Background: an optimization exercise with open tools, aiming at small area, a short achievable clock period and few clock cycles. Do not read the settings as production practice.
The RTL was checked by simulation tests, not by an equivalence proof against the original design.
Power is estimated from default activity; no workload was simulated.

## job 5308
==> flow/design.v (excerpt) <==
module cave_cellular_automaton_step #(
	parameter int MAX_COLS = cca_pkg::CCA_MAX_COLS,
	parameter int MAX_ROWS = cca_pkg::CCA_MAX_ROWS
) (
	input  logic                      clk,
	input  logic                      arst_n,
	input  logic                      start,
	output logic                      busy,
	input  logic [14:0]                     req,
	output logic                      done,
	output logic [1:0]                      rsp,
	input  logic                      cfg_valid,
	output logic                      cfg_ready,
	input  logic [cca_pkg::CCA_CFG_IDX_W-1:0]  cfg_index,
	input  logic [cca_pkg::CCA_CFG_DATA_W-1:0] cfg_data
);
For scale: ~3700 cells after synthesis, ~1400 flip-flops, roughly 34 I/O pins.
export LEC_CHECK = 0
export CAP_MARGIN = 20
export CORE_MARGIN = 2
export CORE_UTILIZATION = 45
export CTS_CLUSTER_DIAMETER = 100
export CTS_CLUSTER_SIZE = 24
export PLACE_DENSITY = 0.5
export SETUP_SLACK_MARGIN = 4.5
export SLEW_MARGIN = 20
create_clock -name core_clock -period 7.0 [get_ports {clk}]
run.sh (not shown) runs the stock make flow with config.mk's settings and CLKGATE_MAP_FILE= SYNTH_SCRIPT=/design/flow/synth_recipe.tcl, a recipe that flattens the netlist after the stock synthesis.
Testbench counts of job 5308, summed over its fixed seeds: cycles 12,496.
[inputs] job 6036 vs job 5308
Settings: changing CORE_UTILIZATION from 45 to 55; changing PLACE_DENSITY from 0.5 to 0.7.
## What came out
Of job 6036 and job 5308, it is job 6036 that has the lower total setup buffers inserted after CTS.
The arrival time of data at the critical path endpoint was comparable across job 5308 and job 6036.
Job 5308 leaves less setup margin than job 6036.
Inputs modified between job 6036 and job 5027:
Settings: SETUP_SLACK_MARGIN: 4.5 -> 4.3; PLACE_DENSITY: 0.7 -> 0.6; CORE_UTILIZATION: 55 -> 45.
### Flow results
- Looking at job 5027 and job 6036, the switching component of the power is a wash.
- Job 5027 against job 6036: die boundary width shows an increase of 33 µm; worst setup slack lost 0.060 ns; post-layout minimum cycle time saw an increase; number of global-route vias before repair increased 0.65%.
- Job 6036 → job 5027: routed wire length rose 5.7%; fraction of met1 tracks used by global routing has decreased; data arrival time of the worst path +1.77 ns; final clock period utilization by the worst path higher.
- The synthesized-area fraction occupied by and/or/nand/nor cells was comparable across job 5027 and job 6036.
Input changes introduced in job 3982 (baseline for comparison: job 5027):
Settings: putting GPL_TIMING_DRIVEN at 0 where nothing was set; swapping 4.3 for 4.5 in SETUP_SLACK_MARGIN.
Both conditions hold for job 3982: the flow ran to the end and the final layout passed the timing, DRC and antenna checks. Relative to job 5027, number of iterations in the first detailed-routing pass has gone up in job 3982. Cmp job 3982 and job 5027 / share of the clock period used by the worst path / lower: job 3982. In job 3982, the clock network area share came out 0.42 points below the value in job 5027. Per the comparison of job 3982 with job 5027, total power after layout increased 11%, mean number of vias per cell grew by 0.047, total wire length went up by 14%. Part of the power in the clock network, job 3982 and job 5027: larger value in job 5027. Between job 5027 and job 3982, number of global-route vias before repair increased. Relative to job 5027, instance count on the critical path has increased by 5 in job 3982.
The following lists how job 8265 was set up differently from job 3982:
Settings: swapping 4.5 for 4.4 in SETUP_SLACK_MARGIN; clearing GPL_TIMING_DRIVEN, which used to be 0.
Findings:
Compared to job 3982, job 8265 has final core utilization 3.5 points lower. Job 8265 ended up with sequential cells as its biggest power consumer among the groups; job 3982 ended up with combinational logic. Re count of cells along the worst register-to-register path: job 8265 is 3 down on job 3982. A master of the slowest instance on the critical path of dfrtp_1 is what job 8265 shows, while dfrtp_2 belongs to job 3982. From job 3982 to job 8265, multiplexer fraction of the synthesized cell area did not move at all. Job 8265 against job 3982; routed wire length is down by more than 10%. Total power: job 8265 below job 3982.


## exp/raven
cave_cellular_automaton_step, a different RTL version from the one above (not shown whole).
Size: roughly 3600 cells after synthesis, ~1300 flip-flops.
clock: 7.0 ns
lec_check: 0
cap_margin: 20
core_margin: 2
core_utilization: 45
cts_cluster_diameter: 100
cts_cluster_size: 24
place_density: 0.6
setup_slack_margin: 4.6
slew_margin: 20
exp/raven went all the way through the flow, and no timing, DRC or antenna check failed.
Testbench counts of exp/raven, summed over its fixed seeds: cycles 12,496.
Inputs modified between exp/raven and exp/juniper:
Settings: SETUP_SLACK_MARGIN: 4.6 -> 4.3; CTS_CLUSTER_DIAMETER: 100 -> unset; CTS_CLUSTER_SIZE: 24 -> unset.
==> comparison <==
Side by side, fmax turned out lower in exp/juniper than in exp/raven. exp/juniper against exp/raven: sequential share of layout area rose 1.8 points, buffers plus inverters on the worst setup path now smaller.

what the ideal ports hide:
The results above use ideal ports. As a check the final layouts listed here were re-extracted and re-timed, cells and wires unchanged. Step 1: set_driving_cell puts a clkbuf_16 on clk and a buf_2 on each other input, an assumption about the parent block. Step 2 times the ports against the registers' clock, not the clock port: input delays grow and output delays shrink by t, the midpoint of the rising clock arrivals with the driver on. a / b / c = ideal / step 1 / step 2; a / b = the first two.
run | t (ns) | setup slack, ns | slew at the worst register clock pin (ns)
job 5308 | 0.756 | 4.405 / 4.322 / 4.025 | 0.11 / 0.11
job 6036 | 0.722 | 4.419 / 4.347 / 4.044 | 0.10 / 0.10
job 5027 | 0.758 | 4.360 / 4.306 / 4.021 | 0.10 / 0.10
job 3982 | 0.754 | 4.384 / 4.327 / 3.864 | 0.11 / 0.11
job 8265 | 0.746 | 4.375 / 4.303 / 4.061 | 0.10 / 0.10
exp/raven | 0.746 | 4.266 / 4.248 / 3.810 | 0.11 / 0.11
exp/juniper | 0.841 | 4.254 / 4.176 / 3.658 | 0.07 / 0.07
After both steps setup and hold are still met in every run listed. For exp/juniper, which loses most, drivers alone change the setup slack by -0.078 ns; drivers and shift together by -0.596 ns.
